What follows belongs to an exercise in optimizing a design on an open flow for small area, a short achievable clock period and few clock cycles per item; a production flow would make more cautious choices.
Function was not checked in any run shown here: the RTL went through the layout flow alone.

File: design/flow/run.sh
#!/bin/bash
# synth_recipe.tcl (not shown) runs the flow's synth.tcl, then flattens the netlist and writes it again
# the make line also repeats each setting of config.mk as NAME=value (left out here)
make -C /OpenROAD-flow-scripts/flow DESIGN_CONFIG=/design/flow/config.mk WORK_HOME=/design/flow/orfs CLKGATE_MAP_FILE= SYNTH_SCRIPT=/design/flow/synth_recipe.tcl finish
File: design/flow/config.mk
export PLATFORM = sky130hd
export DESIGN_NAME = exec_cluster
export DESIGN_NICKNAME = exec_cluster
export VERILOG_FILES = /design/flow/design.v
export SDC_FILE = /design/flow/constraint.sdc
export NUM_CORES = 4
export LEC_CHECK = 0
export CAP_MARGIN = 20
export CORE_MARGIN = 2
export CORE_UTILIZATION = 40
export PLACE_DENSITY = 0.6
export SETUP_SLACK_MARGIN = 4
export SLEW_MARGIN = 20
export TNS_END_PERCENT = 100
File: design/flow/constraint.sdc
create_clock -name core_clock -period 8.0 [get_ports {clk}]
set_input_delay 1.6000 -clock core_clock [delete_from_list [all_inputs] [get_ports {clk}]]
set_output_delay 1.6000 -clock core_clock [all_outputs]
set_load 0.01 [all_outputs]
File: design/flow/design.v
`timescale 1ns/10ps
package exec_pkg;
  localparam int WINDOW = 4;
endpackage
`timescale 1ns/10ps
`timescale 1ns/10ps
`timescale 1ns/10ps
`default_nettype none
module alu_lane (
  input  logic        md,
  input  logic        alt,
  input  logic [2:0]  f3,
  input  logic [31:0] a,
  input  logic [31:0] b,
  output logic [31:0] y
);
  logic        sub;
  logic [32:0] sum;
  logic        lt_u;
  logic        lt_s;
  logic [31:0] sh_in;
  logic [31:0] sh_out;
  logic [31:0] sh_res;
  logic        fill;
  assign sub  = (f3 == 3'b000) ? alt : 1'b1;
  assign sum  = {1'b0, a} + {1'b0, sub ? ~b : b} + {32'b0, sub};
  assign lt_u = ~sum[32];
  assign lt_s = (a[31] ^ b[31]) ? a[31] : sum[31];
  always_comb begin
    for (int i = 0; i < 32; i++) sh_in[i] = f3[2] ? a[i] : a[31-i];
  end
  assign fill   = alt & a[31] & f3[2];
  assign sh_out = 32'($signed({fill, sh_in}) >>> b[4:0]);
  always_comb begin
    for (int i = 0; i < 32; i++) sh_res[i] = f3[2] ? sh_out[i] : sh_out[31-i];
  end
  always_comb begin
    if (md) y = a;
    else begin
      case (f3)
        3'b000: y = sum[31:0];
        3'b001: y = sh_res;
        3'b010: y = {31'b0, lt_s};
        3'b011: y = {31'b0, lt_u};
        3'b100: y = a ^ b;
        3'b101: y = sh_res;
        3'b110: y = a | b;
        default: y = a & b;
      endcase
    end
  end
endmodule
`default_nettype wire
`timescale 1ns/10ps
`default_nettype none
module muldiv_lane (
  input  logic        clk,
  input  logic        rst_n,
  input  logic        start,
  input  logic [2:0]  ld_op,
  input  logic [31:0] ld_a,
  input  logic [31:0] ld_b,
  input  logic [1:0]  ld_slot,
  output logic        free,
  output logic        fix,
  output logic [1:0]  fix_slot,
  output logic [31:0] fix_value
);
  localparam logic [2:0] S_IDLE = 3'd0, S_NEG = 3'd1, S_DPREP = 3'd2, S_STEP = 3'd3, S_FIX = 3'd4;
  logic [2:0]  state;
  logic [2:0]  op_q;
  logic        neg_q;     
  logic        aneg_q;
  logic        bneg_q;
  logic [1:0]  win_q;     
  logic [4:0]  cnt;
  logic [1:0]  slot_q;
  logic        yprev;
  logic [32:0] X;         
  logic [35:0] L;         
  logic [32:0] Z;         
  function automatic logic [5:0] blen(input logic [31:0] w);
    blen = 6'd0;
    for (int i = 0; i < 32; i++) if (w[i]) blen = 6'(i + 1);
  endfunction
  logic        ld_mul;
  logic        a_sgn, b_sgn, ea, eb;
  logic        a4, a20, b4, b20;
  logic [1:0]  ca, cb;
  logic        swap;
  logic [32:0] mult, mcand;
  assign ld_mul = ~ld_op[2];
  assign a_sgn  = (ld_op != 3'd3) && (ld_op != 3'd5) && (ld_op != 3'd7);
  assign b_sgn  = (ld_op == 3'd0) || (ld_op == 3'd1) || (ld_op == 3'd4) || (ld_op == 3'd6);
  assign ea     = a_sgn & ld_a[31];
  assign eb     = b_sgn & ld_b[31];
  assign a4     = (ld_a[31:3]  == {29{ea}});
  assign a20    = (ld_a[31:19] == {13{ea}});
  assign b4     = (ld_b[31:3]  == {29{eb}});
  assign b20    = (ld_b[31:19] == {13{eb}});
  assign ca     = a4 ? 2'd0 : (a20 ? 2'd1 : 2'd2);
  assign cb     = b4 ? 2'd0 : (b20 ? 2'd1 : 2'd2);
  assign swap   = (ca < cb);
  assign mult   = swap ? {ea, ld_a} : {eb, ld_b};
  assign mcand  = swap ? {eb, ld_b} : {ea, ld_a};
  logic [31:0] nsrc;
  logic [31:0] nx, nz;
  assign nsrc = (state == S_FIX && !op_q[1]) ? L[31:0] : X[31:0];
  assign nx   = ~nsrc + 32'd1;
  assign nz   = ~Z[31:0] + 32'd1;
  logic [5:0]  bx, bz;
  logic [5:0]  sdiff;
  logic        zdiv, qzero;
  assign bx    = blen(X[31:0]);
  assign bz    = blen(Z[31:0]);
  assign sdiff = bx - bz;
  assign zdiv  = (Z[31:0] == 32'd0);
  assign qzero = (bx < bz);
  logic        is_mul_q;
  logic        one0, two0, neg0, one1, two1, neg1;
  logic [36:0] zs, m0, m1, r0, r1, sum;
  logic        ge;
  assign is_mul_q = ~op_q[2];
  always_comb begin
    if (is_mul_q) begin
      one0 = L[0] ^ yprev;
      two0 = (L[1] & ~L[0] & ~yprev) | (~L[1] & L[0] & yprev);
      neg0 = L[1] & ~(L[0] & yprev);
      one1 = L[2] ^ L[1];
      two1 = (L[3] & ~L[2] & ~L[1]) | (~L[3] & L[2] & L[1]);
      neg1 = L[3] & ~(L[2] & L[1]);
    end else begin
      one0 = 1'b1; two0 = 1'b0; neg0 = 1'b1;
      one1 = 1'b0; two1 = 1'b0; neg1 = 1'b0;
    end
  end
  assign zs  = {{4{Z[32]}}, Z};
  assign m0  = one0 ? zs : (two0 ? {zs[35:0], 1'b0} : 37'd0);
  assign m1  = one1 ? zs : (two1 ? {zs[35:0], 1'b0} : 37'd0);
  assign r0  = neg0 ? ~m0 : m0;
  assign r1  = neg1 ? ~m1 : m1;
  assign sum = {{4{X[32]}}, X} + r0 + {r1[34:0], 2'b00} + {36'd0, neg0} + {34'd0, neg1, 2'b00};
  assign ge  = ~sum[36];
  logic [31:0] mwin;
  logic        hi;
  assign hi = (op_q != 3'd0);
  always_comb begin
    case ({win_q, hi})
      3'b100:  mwin = L[31:0];                        
      3'b010:  mwin = {X[11:0], L[35:16]};            
      3'b000,
      3'b101:  mwin = {X[27:0], L[35:32]};            
      3'b011:  mwin = {{11{X[32]}}, X[32:12]};        
      default: mwin = {{27{X[32]}}, X[32:28]};        
    endcase
  end
  assign free      = (state == S_IDLE) || (state == S_FIX);
  assign fix       = (state == S_FIX);
  assign fix_slot  = slot_q;
  assign fix_value = is_mul_q ? mwin : (neg_q ? nx : nsrc);
  always_ff @(posedge clk) begin
    if (!rst_n) begin
      state <= S_IDLE;
    end else begin
      case (state)
        S_NEG:   state <= S_DPREP;
        S_DPREP: state <= (zdiv || qzero) ? S_FIX : S_STEP;
        S_STEP:  if (cnt == 5'd0) state <= S_FIX;
        default: begin
          if (start) begin
            if (ld_mul) state <= S_STEP;
            else        state <= (ea | eb) ? S_NEG : S_DPREP;
          end else begin
            state <= S_IDLE;
          end
        end
      endcase
    end
  end
  always_ff @(posedge clk) begin
    case (state)
      S_NEG: begin
        if (aneg_q) X[31:0] <= nx;
        if (bneg_q) Z[31:0] <= nz;
      end
      S_DPREP: begin
        if (zdiv) begin
          L[31:0] <= 32'hffff_ffff;
        end else if (!qzero) begin
          Z[31:0] <= Z[31:0] << sdiff[4:0];
          cnt     <= sdiff[4:0];
        end
      end
      S_STEP: begin
        cnt <= cnt - 5'd1;
        if (is_mul_q) begin
          X     <= sum[36:4];
          L     <= {sum[3:0], L[35:4]};
          yprev <= L[3];
        end else begin
          if (ge) X <= {1'b0, sum[31:0]};
          L <= {L[34:0], ge};
          Z <= {1'b0, Z[32:1]};
        end
      end
      default: begin
        if (start) begin
          op_q   <= ld_op;
          slot_q <= ld_slot;
          if (ld_mul) begin
            X     <= 33'd0;
            L     <= {{3{mult[32]}}, mult};
            Z     <= mcand;
            yprev <= 1'b0;
            win_q <= swap ? ca : cb;
            cnt   <= (swap ? ca : cb) == 2'd0 ? 5'd0 : ((swap ? ca : cb) == 2'd1 ? 5'd4 : 5'd8);
          end else begin
            X      <= {1'b0, ld_a};
            L      <= 36'd0;
            Z      <= {1'b0, ld_b};
            aneg_q <= ea;
            bneg_q <= eb;
            neg_q  <= ld_op[1] ? ea : ((ea ^ eb) && (ld_b != 32'd0));
          end
        end
      end
    endcase
  end
endmodule
`default_nettype wire
`timescale 1ns/10ps
`timescale 1ns/10ps
`default_nettype none
module exec_cluster (
  input  logic        clk,
  input  logic        rst_n,
  input  logic        in_valid,
  input  logic [6:0]  in_funct7,
  input  logic [2:0]  in_funct3,
  input  logic [31:0] in_a,
  input  logic [31:0] in_b,
  output logic        in_credit,
  input  logic        out_credit,
  output logic        out_valid,
  output logic [3:0]  out_tag,
  output logic [31:0] out_value
);
  logic        ir_v;
  logic        ir_md;
  logic        ir_alt;
  logic [2:0]  ir_f3;
  logic [31:0] ir_a;
  logic [31:0] ir_b;
  always_ff @(posedge clk) begin
    if (!rst_n) ir_v <= 1'b0;
    else        ir_v <= in_valid;
  end
  always_ff @(posedge clk) begin
    ir_md  <= (in_funct7 == 7'b0000001);
    ir_alt <= (in_funct7 == 7'b0100000);
    ir_f3  <= in_funct3;
    ir_a   <= in_a;
    ir_b   <= in_b;
  end
  logic [31:0] s_lo [4];    
  logic [31:0] s_hi [4];    
  logic [2:0]  s_op [4];    
  logic [3:0]  s_done;
  logic [3:0]  s_wait;      
  logic [1:0]  wr_ptr;
  logic [2:0]  rd_ptr;      
  logic [4:0]  cred;
  logic [31:0] alu_y;
  alu_lane u_alu (
    .md (ir_md),
    .alt(ir_alt),
    .f3 (ir_f3),
    .a  (ir_a),
    .b  (ir_b),
    .y  (alu_y)
  );
  logic        md_free;
  logic        md_fix;
  logic [1:0]  md_fix_slot;
  logic [31:0] md_value;
  logic        md_start;
  logic        any_wait;
  logic [1:0]  wait_idx;
  logic        ir_start;
  logic [2:0]  ld_op;
  logic [31:0] ld_a;
  logic [31:0] ld_b;
  logic [1:0]  ld_slot;
  logic [3:0]  s_wait_n;
  logic [2:0]  rd_ptr_n;
  logic        emit;
  logic        any_wait_n;
  logic [1:0]  wait_idx_n;
  always_comb begin
    for (int i = 0; i < 4; i++) begin
      s_wait_n[i] = s_wait[i];
      if (md_start && any_wait && wait_idx == 2'(i)) s_wait_n[i] = 1'b0;
      if (ir_v && wr_ptr == 2'(i)) s_wait_n[i] = ir_md && !ir_start;
    end
    rd_ptr_n   = rd_ptr + 3'(emit);
    any_wait_n = 1'b0;
    wait_idx_n = rd_ptr_n[1:0];
    for (int k = 3; k >= 0; k--) begin
      if (s_wait_n[2'(rd_ptr_n[1:0] + 2'(k))]) begin
        any_wait_n = 1'b1;
        wait_idx_n = 2'(rd_ptr_n[1:0] + 2'(k));
      end
    end
  end
  always_ff @(posedge clk) begin
    if (!rst_n) begin
      any_wait <= 1'b0;
      wait_idx <= 2'd0;
    end else begin
      any_wait <= any_wait_n;
      wait_idx <= wait_idx_n;
    end
  end
  assign ir_start = md_free && !any_wait && ir_v && ir_md;
  assign md_start = md_free && (any_wait || (ir_v && ir_md));
  assign ld_op    = any_wait ? s_op[wait_idx] : ir_f3;
  assign ld_a     = any_wait ? s_lo[wait_idx] : ir_a;
  assign ld_b     = any_wait ? s_hi[wait_idx] : ir_b;
  assign ld_slot  = any_wait ? wait_idx : wr_ptr;
  muldiv_lane u_md (
    .clk      (clk),
    .rst_n    (rst_n),
    .start    (md_start),
    .ld_op    (ld_op),
    .ld_a     (ld_a),
    .ld_b     (ld_b),
    .ld_slot  (ld_slot),
    .free     (md_free),
    .fix      (md_fix),
    .fix_slot (md_fix_slot),
    .fix_value(md_value)
  );
  assign emit      = s_done[rd_ptr[1:0]] && (cred != 5'd0);
  assign out_valid = emit;
  assign in_credit = emit;
  assign out_tag   = {1'b0, rd_ptr};
  assign out_value = s_lo[rd_ptr[1:0]];
  always_ff @(posedge clk) begin
    if (!rst_n) begin
      wr_ptr <= 2'd0;
      rd_ptr <= 3'd0;
      cred   <= 5'd0;
      s_done <= 4'd0;
      s_wait <= 4'd0;
    end else begin
      s_wait <= s_wait_n;
      cred <= cred + 5'(out_credit) - 5'(emit);
      if (ir_v) wr_ptr <= wr_ptr + 2'd1;
      if (emit) rd_ptr <= rd_ptr + 3'd1;
      for (int i = 0; i < 4; i++) begin
        if (emit && rd_ptr[1:0] == 2'(i)) s_done[i] <= 1'b0;
        if (ir_v && wr_ptr == 2'(i)) begin
          s_done[i] <= !ir_md;
        end
        if (md_fix && md_fix_slot == 2'(i)) s_done[i] <= 1'b1;
      end
    end
  end
  always_ff @(posedge clk) begin
    for (int i = 0; i < 4; i++) begin
      if (ir_v && wr_ptr == 2'(i)) begin
        s_lo[i] <= alu_y;
        s_hi[i] <= ir_b;
        s_op[i] <= ir_f3;
      end else if (md_fix && md_fix_slot == 2'(i)) begin
        s_lo[i] <= md_value;
      end
    end
  end
endmodule
`default_nettype wire
==> results of run 1 <==
[final timing paths]
kind               end  slack [ns]  cells after the start
max          u_md.X[0]        2.36                     21
min          s_done[3]        0.54                      2
max reg2reg  u_md.X[0]        2.36                     21
min reg2reg  s_done[3]        0.54                      2
[sequential cells by signal (all words and copies together), names as in the netlist, 2 cells and up]
signal       count
cred             5
ir_a            32
ir_b            32
ir_f3            3
rd_ptr           3
s_done           4
s_hi           128
s_lo           128
s_op            12
s_wait           4
u_md.L          36
u_md.X          33
u_md.Z          33
u_md.cnt         5
u_md.op_q        3
u_md.slot_q      2
u_md.state       3
u_md.win_q       2
wait_idx         2
wr_ptr           2
[logic make-up after synthesis]
logic type,synth area share
AND/OR/NAND/NOR,0.118
XOR/XNOR,0.0581
multiplexers,0.152
AO/OA/AOI/OAI,0.198
adder cells (fa/ha/maj),0.0816
buffers and inverters,0.0501
other,0.0000952
flip-flops,0.342
[cell usage in the layout, fill, tap and decap left out, drive strengths merged, types with 44 or more instances in the layout]
| cell type | Yosys | layout |
|---|---|---|
| buf | 81 | 452 |
| nand2 | 401 | 401 |
| edfxtp | 386 | 386 |
| o21ai | 304 | 304 |
| mux2i | 282 | 282 |
| nor2 | 272 | 274 |
| a21oi | 254 | 254 |
| ha | 196 | 196 |
| inv | 173 | 176 |
| xnor2 | 169 | 169 |
| mux4 | 118 | 118 |
| a22oi | 105 | 105 |
| dfxtp | 94 | 94 |
| xor2 | 92 | 92 |
| clkbuf | 238 | 92 |
| clkdlybuf4s50 | 0 | 80 |
| nor3 | 64 | 64 |
| o221ai | 58 | 58 |
| a31oi | 56 | 56 |
| a21o | 54 | 54 |
| o22ai | 54 | 54 |
| nand3 | 48 | 48 |
| mux2 | 44 | 44 |
[cell type report]
class | instances | share of cell area
repair inverters | 1 | 0.0000974
well taps | 1287 | 0.0313
repair buffers | 569 | 0.114
multi-input cells | 3144 | 0.542
inverters | 176 | 0.0139
clock buffers | 74 | 0.0301
clock inverters | 27 | 0.00499
flip-flops and latches | 480 | 0.263
[stage by stage]
step	cells
finish	5758
global route	5758
CTS	5623
detailed placement	5306
global placement	5304
floorplan	4115
[critical path: cells and delay by family, from the launching register on]
family / cells / cell delay (ns)
AO/OA/AOI/OAI: 9 / 1.63
AND/OR/NAND/NOR: 4 / 1.14
adder cells (fa/ha/maj): 3 / 0.91
flip-flops: 1 / 0.51
buffers and inverters: 3 / 0.51
multiplexers: 1 / 0.35
XOR/XNOR: 1 / 0.28
[what timing repair did]
action                     in CTS  in global routing
buffers inserted              200                123
resized for setup             566                422
hold endpoints to repair        0                  0
gates cloned                   16                 12
pin swaps                     192                246
setup endpoints to repair     343                326
[layer usage]
metal | vias up | routed length, um | share of wire
li1 | 16200 | - | -
met1 | 18700 | 66800 | 0.36
met2 | 2831 | 80100 | 0.44
met3 | 706 | 20800 | 0.11
met4 | 4 | 16000 | 0.087
met5 | - | 25 | 0.00014
==> out/results.ini, run 1 <==
[global_routing]
met1_usage=0.438
grt_pass1_vias=35800
antenna_found_initial=2
globalRouteMet3Util=0.0702
overflow=0
grt_pass1_wl_um=256000
grt_use_met2=0.527
track_usage=0.343
grt_max_degree=59
top_usage_layer=met2

[sta]
fin_ws_ns=2.36
tightest_slew_ns=1.71
setup_tns_ns=0
rsz0062_at_grt=true
min_period_ns=5.64
slew_viol_final=4
fin_skew_ns=0.0264
period_share=0.705
clock.fmax_mhz=177
relSlewSlack=-0.149
timing.hold.ws_ns=0.539
hold_viol=0
setup_viol=0

[routing]
drc_errors=0
totalWireLength_um=184000
drt-pass1-iter-count=6
vias=38500
drtAntennaViolNets=0
viasPerCell=6.68
drt_iter0_markers=5631
wl_per_cell_um=31.9

[clock_tree]
h-tree-depth=2
cts_made_buffers=54
cts_buffer_depth=3
cts_tree=done
clk_pin_slew_ns=0.06
ctsHoldBuffers=0
cts_root_buf=clkbuf_16
cts_sinks=480
clkLatencyLatePin_ns=0.66

[die]
ios=116
coreArea_um2=98000
die_y_um=318
fp.dieW_um=318
die_area_um2=101000
initial_core_util=0.402
rows=115

[placed_design]
place_area_um2=42000
dpl_worst_slack_ns=1.14
portBuffers=114
dpl.hpwl_um=121000
globalplace.congestion=1.04

[outcome]
outcome=finished with violations
so.violations=max-capacitance violations, max-slew violations

[yosys]
synth_cells=4115
yosys_most_used_dff=edfxtp_1
yosysSeqAreaShare=0.342
ys_top_cells_by_count=401 x nand2_1, 386 x edfxtp_1, 280 x mux2i_1
ys_ff_latch=480
syn_nets=4427
avgSynthCellArea_um2=9.57
synth_most_common_cell=nand2_1
yosysUniqueCellTypes=93
synthArstFlopShare=0
yosys-top-cells-area=edfxtp_1 29%, mux2i_1 7.1%, mux4_2 6.7%
yosysTopAreaCellShare=0.294
yosys_warnings=6
syn_area_um2=39400
synth_edf_count=386
synth_largest_area_cell=edfxtp_1

[min_path]
hp-class=reg -> reg
hp-start=s_done[3]

[finish]
antenna_cells=0
regArea_um2=13500
fin_util=0.524
drive_above_1_share=0.290
multi_input_area_um2=27900
nFillCells=8614
areaGrowthSynthToFinish_pct=30.5
stdcell_area_um2=51400
layout.nets=4738

[setup_path]
critPathSlowestCell=or4bb_4
arrival_ns=5.99
startpoint=u_md.L[1]
crit_path_end_kind=flip-flop
crit_required_ns=8.35
crit_path_frequent_cell=a21o_1
r2r-start=u_md.L[1]
worst_setup_path_start_kind=flip-flop
slowest_delay_ns=0.53
cp_max_fo=16
crit_chain=nor3b_2, a21oi_2, nor3_4, buf_6, a22oi_1, xnor2_1, fa_2, ha_1, ha_4, a21o_1, a21o_1, a21o_1, or4bb_4, o31ai_4, o21ai_2, o311ai_2, mux2i_2, nor2b_2, a22oi_2, buf_6, buf_16
crit_type=reg -> reg

[job]
maxCapViolations=1

==> run 2: changes to the inputs <==
--- a/design/flow/design.v
+++ b/design/flow/design.v
@@ -17,4 +17,5 @@
   logic        sub;
   logic [32:0] sum;
+  logic [33:0] s2;
   logic        lt_u;
   logic        lt_s;
@@ -24,5 +25,6 @@
   logic        fill;
   assign sub  = (f3 == 3'b000) ? alt : 1'b1;
-  assign sum  = {1'b0, a} + {1'b0, sub ? ~b : b} + {32'b0, sub};
+  assign s2 = {1'b0, a, 1'b1} + {1'b0, b ^ {32{sub}}, sub};
+  assign sum = s2[33:1];
   assign lt_u = ~sum[32];
   assign lt_s = (a[31] ^ b[31]) ? a[31] : sum[31];
@@ -67,5 +69,5 @@
   output logic [31:0] fix_value
 );
-  localparam logic [2:0] S_IDLE = 3'd0, S_NEG = 3'd1, S_DPREP = 3'd2, S_STEP = 3'd3, S_FIX = 3'd4;
+  localparam logic [2:0] S_IDLE = 3'd0, S_NEG = 3'd1, S_DPREP = 3'd2, S_STEP = 3'd3, S_NEGR = 3'd4, S_FIX = 3'd5;
   logic [2:0]  state;
   logic [2:0]  op_q;
@@ -77,4 +79,5 @@
   logic [1:0]  slot_q;
   logic        yprev;
+  logic [5:0]  bsel;      
   logic [32:0] X;         
   logic [35:0] L;         
@@ -106,5 +109,5 @@
   logic [31:0] nsrc;
   logic [31:0] nx, nz;
-  assign nsrc = (state == S_FIX && !op_q[1]) ? L[31:0] : X[31:0];
+  assign nsrc = (state == S_NEGR && !op_q[1]) ? L[31:0] : X[31:0];
   assign nx   = ~nsrc + 32'd1;
   assign nz   = ~Z[31:0] + 32'd1;
@@ -122,17 +125,14 @@
   logic        ge;
   assign is_mul_q = ~op_q[2];
-  always_comb begin
-    if (is_mul_q) begin
-      one0 = L[0] ^ yprev;
-      two0 = (L[1] & ~L[0] & ~yprev) | (~L[1] & L[0] & yprev);
-      neg0 = L[1] & ~(L[0] & yprev);
-      one1 = L[2] ^ L[1];
-      two1 = (L[3] & ~L[2] & ~L[1]) | (~L[3] & L[2] & L[1]);
-      neg1 = L[3] & ~(L[2] & L[1]);
-    end else begin
-      one0 = 1'b1; two0 = 1'b0; neg0 = 1'b1;
-      one1 = 1'b0; two1 = 1'b0; neg1 = 1'b0;
-    end
-  end
+  function automatic logic [5:0] booth2(input logic [4:0] w);
+    booth2[5] = w[1] ^ w[0];
+    booth2[4] = (w[2] & ~w[1] & ~w[0]) | (~w[2] & w[1] & w[0]);
+    booth2[3] = w[2] & ~(w[1] & w[0]);
+    booth2[2] = w[3] ^ w[2];
+    booth2[1] = (w[4] & ~w[3] & ~w[2]) | (~w[4] & w[3] & w[2]);
+    booth2[0] = w[4] & ~(w[3] & w[2]);
+  endfunction
+  localparam logic [5:0] DIV_SEL = 6'b101000;
+  assign {one0, two0, neg0, one1, two1, neg1} = bsel;
   assign zs  = {{4{Z[32]}}, Z};
   assign m0  = one0 ? zs : (two0 ? {zs[35:0], 1'b0} : 37'd0);
@@ -158,5 +158,5 @@
   assign fix       = (state == S_FIX);
   assign fix_slot  = slot_q;
-  assign fix_value = is_mul_q ? mwin : (neg_q ? nx : nsrc);
+  assign fix_value = is_mul_q ? mwin : (op_q[1] ? X[31:0] : L[31:0]);
   always_ff @(posedge clk) begin
     if (!rst_n) begin
@@ -165,6 +165,7 @@
       case (state)
         S_NEG:   state <= S_DPREP;
-        S_DPREP: state <= (zdiv || qzero) ? S_FIX : S_STEP;
-        S_STEP:  if (cnt == 5'd0) state <= S_FIX;
+        S_DPREP: state <= (zdiv || qzero) ? (neg_q ? S_NEGR : S_FIX) : S_STEP;
+        S_STEP:  if (cnt == 5'd0) state <= (!is_mul_q && neg_q) ? S_NEGR : S_FIX;
+        S_NEGR:  state <= S_FIX;
         default: begin
           if (start) begin
@@ -192,4 +193,8 @@
         end
       end
+      S_NEGR: begin
+        if (op_q[1]) X[31:0] <= nx;
+        else         L[31:0] <= nx;
+      end
       S_STEP: begin
         cnt <= cnt - 5'd1;
@@ -198,4 +203,5 @@
           L     <= {sum[3:0], L[35:4]};
           yprev <= L[3];
+          bsel  <= booth2(L[7:3]);
         end else begin
           if (ge) X <= {1'b0, sum[31:0]};
@@ -213,4 +219,5 @@
             Z     <= mcand;
             yprev <= 1'b0;
+            bsel  <= booth2({mult[3:0], 1'b0});
             win_q <= swap ? ca : cb;
             cnt   <= (swap ? ca : cb) == 2'd0 ? 5'd0 : ((swap ? ca : cb) == 2'd1 ? 5'd4 : 5'd8);
@@ -219,4 +226,5 @@
             L      <= 36'd0;
             Z      <= {1'b0, ld_b};
+            bsel   <= DIV_SEL;
             aneg_q <= ea;
             bneg_q <= eb;
@@ -341,9 +349,11 @@
     .fix_value(md_value)
   );
-  assign emit      = s_done[rd_ptr[1:0]] && (cred != 5'd0);
+  logic head_fix;
+  assign head_fix  = md_fix && (md_fix_slot == rd_ptr[1:0]);
+  assign emit      = (s_done[rd_ptr[1:0]] || head_fix) && (cred != 5'd0);
   assign out_valid = emit;
   assign in_credit = emit;
   assign out_tag   = {1'b0, rd_ptr};
-  assign out_value = s_lo[rd_ptr[1:0]];
+  assign out_value = head_fix ? md_value : s_lo[rd_ptr[1:0]];
   always_ff @(posedge clk) begin
     if (!rst_n) begin
@@ -359,9 +369,7 @@
       if (emit) rd_ptr <= rd_ptr + 3'd1;
       for (int i = 0; i < 4; i++) begin
-        if (emit && rd_ptr[1:0] == 2'(i)) s_done[i] <= 1'b0;
-        if (ir_v && wr_ptr == 2'(i)) begin
-          s_done[i] <= !ir_md;
-        end
         if (md_fix && md_fix_slot == 2'(i)) s_done[i] <= 1'b1;
+        if (emit && rd_ptr[1:0] == 2'(i)) s_done[i] <= 1'b0;
+        if (ir_v && wr_ptr == 2'(i)) s_done[i] <= !ir_md;
       end
     end
--- a/design/flow/config.mk
+++ b/design/flow/config.mk
@@ -6,9 +6,8 @@
 export NUM_CORES = 4
 export LEC_CHECK = 0
+export ABC_AREA = 1
 export CAP_MARGIN = 20
 export CORE_MARGIN = 2
 export CORE_UTILIZATION = 40
 export PLACE_DENSITY = 0.6
-export SETUP_SLACK_MARGIN = 4
 export SLEW_MARGIN = 20
-export TNS_END_PERCENT = 100
==> out/results.ini, run 2 <==
[clock_tree]
cts_sinks=485  ; +1.0%
cts_made_buffers=58  ; +7.4%
h-tree-depth=2  ; unchanged
ctsHoldBuffers=0  ; unchanged
clk_pin_slew_ns=0.06  ; about the same
cts_resized=0  ; -100%
cts_tree=done
postCtsSetupBuffers=0  ; -100%
clkLatencyLatePin_ns=0.73  ; +0.07 ns
cts_root_buf=clkbuf_16
cts_buffer_depth=3  ; unchanged

[sta]
rsz0062_at_grt=false
clock.fmax_mhz=152  ; -14%
min_period_ns=6.58  ; +0.944 ns
fin_skew_ns=0.0936  ; +0.0672 ns
tightest_slew_ns=1.25  ; -0.456 ns
hold_viol=0  ; unchanged
setup_tns_ns=0  ; unchanged
period_share=0.823  ; +0.118
slew_viol_final=0  ; -4
relSlewSlack=0.158  ; +0.307
setup_viol=0  ; unchanged

[yosys]
synth_edf_count=391  ; +1.3%
yosys-top-cells-area=edfxtp_1 30%, nand2_1 12%, o21ai_0 9.5%
synth_cells=5406  ; +31%
avgSynthCellArea_um2=7.35  ; -23%
synthArstFlopShare=0  ; unchanged
synth_largest_area_cell=edfxtp_1
yosysUniqueCellTypes=77  ; -17%
syn_nets=5720  ; +29%
synth_most_common_cell=nand2_1
ys_top_cells_by_count=1314 x nand2_1, 752 x o21ai_0, 526 x inv_1
yosys_warnings=6  ; unchanged
yosysTopAreaCellShare=0.295  ; +0.00107
yosysSeqAreaShare=0.343  ; +0.000632
ys_ff_latch=485  ; +1.0%
yosys_most_used_dff=edfxtp_1
syn_area_um2=39700  ; +0.93%

[finish]
regArea_um2=13600  ; +0.81%
fin_util=0.447  ; -0.0771
drive_above_1_share=0.0569  ; -0.233
antenna_cells=0  ; unchanged
largest_registers=s_hi: 128 flops, s_lo: 128 flops, u_md.L: 36 flops
multi_input_area_um2=22800  ; -18%
most-common-layout-cells=1313 x nand2_1, 744 x o21ai_0, 519 x inv_1
areaGrowthSynthToFinish_pct=10.8
final_common_cell=nand2_1
layout.nets=5681  ; +20%
nFillCells=10200  ; +18%

[setup_path]
crit_required_ns=6.40  ; -1.95 ns
crit_path_end_kind=primary output
arrival_ns=4.98  ; -1.01 ns
slowest_delay_ns=0.68  ; +0.15 ns
crit_type=reg -> out
critPathSlowestCell=o21ai_0
crit_buf_inv=5  ; +2
path_delay_family=buffers and inverters
cp_max_fo=56  ; +40
crit_chain=buf_4, nor3_1, inv_1, nand2_1, nand2_1, nor2_1, clkinv_1, buf_4, o211ai_1, a32oi_1, o21ai_0, clkdlybuf4s50_1
worst_setup_path_start_kind=flip-flop

[global_routing]
overflow=0  ; unchanged
antenna_found_initial=2  ; unchanged
grt_pass1_vias=37600  ; +5.3%
grt_max_degree=70  ; +19%
grt_pass1_wl_um=260000  ; +1.7%
track_usage=0.343  ; about the same

[placed_design]
portBuffers=114  ; unchanged
dpl.hpwl_um=134000  ; +11%
globalplace.congestion=1.05  ; +1.0%

[routing]
vias=41100  ; +7.0%
drc_errors=0  ; unchanged
wl_per_cell_um=26.9  ; -16%
viasPerCell=6.14  ; -8.1%
totalWireLength_um=180000  ; -1.8%
drt-pass1-iter-count=8  ; +2
drt_iter0_markers=5498  ; -2.4%
drtAntennaViolNets=0  ; unchanged

[die]
fp.dieW_um=319  ; +0.46%
initial_core_util=0.404  ; +0.00195
die_y_um=319  ; +0.46%
die_area_um2=102000  ; +0.91%
ios=116  ; unchanged
rows=115  ; unchanged
coreArea_um2=98400  ; +0.44%

[min_path]
hp-class=reg -> reg

[job]
maxCapViolations=0  ; -1

[outcome]
outcome=no timing/DRC/antenna violations

## run 2: area by class of cell
type	instances	area share
Multi-Input combinational cell	4057	0.517
Sequential cell	485	0.309
Inverter	553	0.0473
Timing Repair Buffer	212	0.0435
Clock buffer	78	0.0375
Tap cell	1287	0.0366
Clock inverter	32	0.00858
## run 2: final timing paths
path                start      endpoint  slack (ns)  depth (start not counted)
max          u_md.op_q[1]  out_value[1]        1.42                         12
min             rd_ptr[2]     rd_ptr[2]        0.48                          2
max reg2reg     u_md.X[1]    u_md.Z[27]        1.83                         45
min reg2reg     rd_ptr[2]     rd_ptr[2]        0.48                          2
## run 2: cell families (layout without fill, tap and decap cells)
family | Yosys count | in the layout | synth area share
AND/OR/NAND/NOR | 2007 | 2007 | 0.209
AO/OA/AOI/OAI | 1611 | 1611 | 0.234
buffers and inverters | 864 | 875 | 0.0865
flip-flops | 485 | 485 | 0.343
adder cells (fa/ha/maj) | 236 | 236 | 0.0815
XOR/XNOR | 158 | 158 | 0.0350
multiplexers | 44 | 44 | 0.0111
other | 1 | 1 | 0.0000944
## run 2: stage by stage
stage                     cell area (um2)  hold WS [ns]  setup slack (ns)  instances
after floorplan                     39700         0.455              1.12       5406
after global placement              42000         0.453              2.14       6591
after detailed placement            42000         0.476              2.00       6593
after CTS                           44000         0.490              1.53       6703
after global routing                44000         0.508              1.27       6704
final                               44000         0.476              1.42       6704
## run 2: per-layer routing
layer	global-route usage	wire [um]
met1	0.441	69100
met2	0.530	78900
met3	0.0646	18800
met4	0.219	13600
met5	0	14
## run 2: worst reg2reg max path: cells and delay by family (launching register included)
family	cells	cell delay, ns
compound gates	4	0.64
flops	1	0.41
mux	1	0.30
buf+inv	3	0.80
fa+ha+maj	2	1.39
simple gates	35	2.26
==> run 3: changes to the inputs <==
--- a/design/flow/config.mk
+++ b/design/flow/config.mk
@@ -11,3 +11,4 @@
 export CORE_UTILIZATION = 40
 export PLACE_DENSITY = 0.6
+export SETUP_SLACK_MARGIN = 2
 export SLEW_MARGIN = 20
==> out/results.ini, run 3 <==
[outcome]
outcome=no timing/DRC/antenna violations

[yosys]
yosysTopAreaCellShare=0.295  ; unchanged
avgSynthCellArea_um2=7.35  ; unchanged
synthAdderAreaFrac=0.0815  ; unchanged
synthSimpleGateAreaFrac=0.209  ; unchanged
syn_area_um2=39700  ; unchanged
synth_top_family_by_area=compound AO/OA/AOI/OAI gates
ys_ff_latch=485  ; unchanged
yosysSeqAreaShare=0.343  ; unchanged
synth-compound-area-share=0.234  ; unchanged
synthArstFlopShare=0  ; unchanged
synth_cells=5406  ; unchanged
synth_largest_area_cell=edfxtp_1
ys_top_cells_by_count=1314 x nand2_1, 752 x o21ai_0, 526 x inv_1
yosys_most_used_dff=edfxtp_1
synth_most_common_cell=nand2_1
yosysUniqueCellTypes=77  ; unchanged
yosys_warnings=6  ; unchanged
syn_nets=5720  ; unchanged
synth.area.mux_share=0.0111  ; unchanged
synth_xor_area_frac=0.0350  ; unchanged
yosys-top-cells-area=edfxtp_1 30%, nand2_1 12%, o21ai_0 9.5%
synth_edf_count=391  ; unchanged

[clock_tree]
cts_made_buffers=56  ; -3.4%
h-tree-depth=2  ; unchanged
cts_buffer_depth=3  ; unchanged
cts_tree=done
ctsHoldBuffers=0  ; unchanged
cts_sinks=485  ; unchanged
clkLatencyLatePin_ns=0.71  ; -0.02 ns
cts_root_buf=clkbuf_16
clk_pin_slew_ns=0.07  ; about the same

[setup_path]
cp_max_fo=16  ; -71%
worst_setup_path_start_kind=flip-flop
crit_required_ns=6.40  ; about the same
arrival_ns=4.36  ; -0.62 ns
crit_type=reg -> out
crit_path_end_kind=primary output

[finish]
largest_registers=s_hi: 128 flops, s_lo: 128 flops, u_md.L: 36 flops
layout.nets=5700  ; +0.33%
areaGrowthSynthToFinish_pct=11.0
antenna_cells=0  ; unchanged
most-common-layout-cells=1311 x nand2_1, 743 x o21ai_0, 518 x inv_1
drive_above_1_share=0.0629  ; +0.00609
regArea_um2=13600  ; unchanged
fin_util=0.448  ; +0.000852
multi_input_area_um2=22800  ; +0.17%
nFillCells=10100  ; -0.56%
stdcell_area_um2=44100  ; +0.19%
final_common_cell=nand2_1
stdcell_count=6720  ; +0.24%

[die]
die_y_um=319  ; unchanged
fp.dieW_um=319  ; unchanged
ios=116  ; unchanged
die_area_um2=102000  ; unchanged
coreArea_um2=98400  ; unchanged
initial_core_util=0.404  ; unchanged
rows=115  ; unchanged

[placed_design]
dp_cells=6599  ; +0.091%
portBuffers=114  ; unchanged
place_area_um2=42000  ; +0.10%
dpl.hpwl_um=133000  ; -0.80%
dpl_worst_slack_ns=2.10  ; +0.0983 ns
globalplace.congestion=1.07  ; +2.1%

[routing]
wl_met1_um=68600  ; -0.69%
route.met3.wl_um=18400  ; -2.1%
drt-pass1-iter-count=6  ; -2
viasPerCell=6.11  ; -0.48%
totalWireLength_um=179000  ; -1.0%
vias=41000  ; -0.24%
top_layer=met5
wl_per_cell_um=26.6  ; -1.2%
drtAntennaViolNets=0  ; unchanged
drc_errors=0  ; unchanged
drt_iter0_markers=5558  ; +1.1%
met2WireLength_um=77800  ; -1.5%

[global_routing]
antenna_found_initial=3  ; +1
grt_pass1_wl_um=256000  ; -1.7%
overflow=0  ; unchanged
grt_max_degree=87  ; +24%
grt_pass1_vias=37300  ; -0.87%
track_usage=0.337  ; -0.00642

[sta]
fin_skew_ns=0.0713  ; -0.0222 ns
period_share=0.745  ; -0.0781
fin_ws_ns=2.04  ; +0.625 ns
min_period_ns=5.96  ; -0.625 ns
slew_viol_final=0  ; unchanged
relSlewSlack=0.124  ; -0.0348
setup_tns_ns=0  ; unchanged
rsz0062_at_grt=true
tightest_slew_ns=1.31  ; +0.0566 ns
timing.hold.ws_ns=0.478  ; +0.00201 ns
hold_viol=0  ; unchanged
clock.fmax_mhz=168  ; +10%
setup_viol=0  ; unchanged

[min_path]
hp-class=reg -> reg

[job]
maxCapViolations=0  ; unchanged

## run 3: cell count changes in the layout (fill, tap and decap cells not counted), sizes merged
cell	before	now
buf	97	118
inv	542	544
clkbuf	79	64
clkinvlp	5	6
clkinv	33	41
bufinv	5	4
## run 3: cells by family after synthesis
| logic type | Yosys count |
|---|---|
| simple gates | 2007 |
| compound gates | 1611 |
| fa+ha+maj | 236 |
| mux | 44 |
| xor+xnor | 158 |
| flops | 485 |
| other cells | 1 |
| buf+inv | 864 |
## run 3: worst paths after layout
path	slack [ns]	to	from	cells past startpoint
setup / recovery	2.04	out_value[24]	u_md.win_q[1]	11
hold / removal	0.48	rd_ptr[2]	rd_ptr[2]	2
setup reg to reg	2.40	s_lo[3][30]	ir_f3[2]	21
hold reg to reg	0.48	rd_ptr[2]	rd_ptr[2]	2
## run 3: layer usage
| metal | global-route usage | vias to the layer above |
|---|---|---|
| met3 | 0.0523 | 497 |
| li1 | - | 18600 |
| met5 | 0 | - |
| met1 | 0.438 | 19300 |
| met4 | 0.225 | 4 |
| met2 | 0.518 | 2636 |
## run 3: cell type report
cell class | instances | area share
multi-input cells | 4057 | 0.517
flip-flops and latches | 485 | 0.309
inverters | 553 | 0.0478
repair buffers | 232 | 0.0466
well taps | 1287 | 0.0365
clock buffers | 64 | 0.0334
clock inverters | 41 | 0.00964
repair inverters | 1 | 0.000113
## run 3: worst max-delay path, cell delays in order (launching register included)
cell,delay [ns]
edfxtp_1,0.52
inv_1,0.12
nand2_1,0.07
nor2_1,0.47
inv_1,0.48
nor2_1,0.31
inv_1,0.19
nand2_1,0.15
nor2_1,0.12
a32o_1,0.35
o21ai_0,0.32
clkdlybuf4s50_1,0.60
## run 3: timing repair
item,4_1_cts,5_1_grt
cloned,0,1
pin swaps,0,2
buffers inserted,0,15
hold endpoints to repair,0,0
endpoints found under the setup margin,1,71
gates resized for setup,1,20

-- re-timing with driven ports --
The results above use ideal ports. As a check the final layouts listed here were re-extracted and re-timed, cells and wires unchanged. Step 1 sets driving cells, clkbuf_16 on the clock port and buf_2 on the other inputs (assumed; they add their load-dependent delay and slew). Step 2 adds t to the input delays and takes it off the output delays; t is the mean of the earliest and latest rising clock arrival at the registers after step 1. Input paths then give back, and output paths get back, about the clock's delay inside the block. a / b / c = ideal / step 1 / step 2; a / b = the first two.
run | t (ns) | slack for setup (ns) | hold WS [ns]
run 1 | 0.714 | 2.361 / 2.361 / 2.361 | 0.539 / 0.539 / 0.539
run 2 | 0.755 | 1.417 / 1.343 / 1.833 | 0.476 / 0.476 / 0.476
run 3 | 0.746 | 2.041 / 1.971 / 2.396 | 0.478 / 0.478 / 0.478
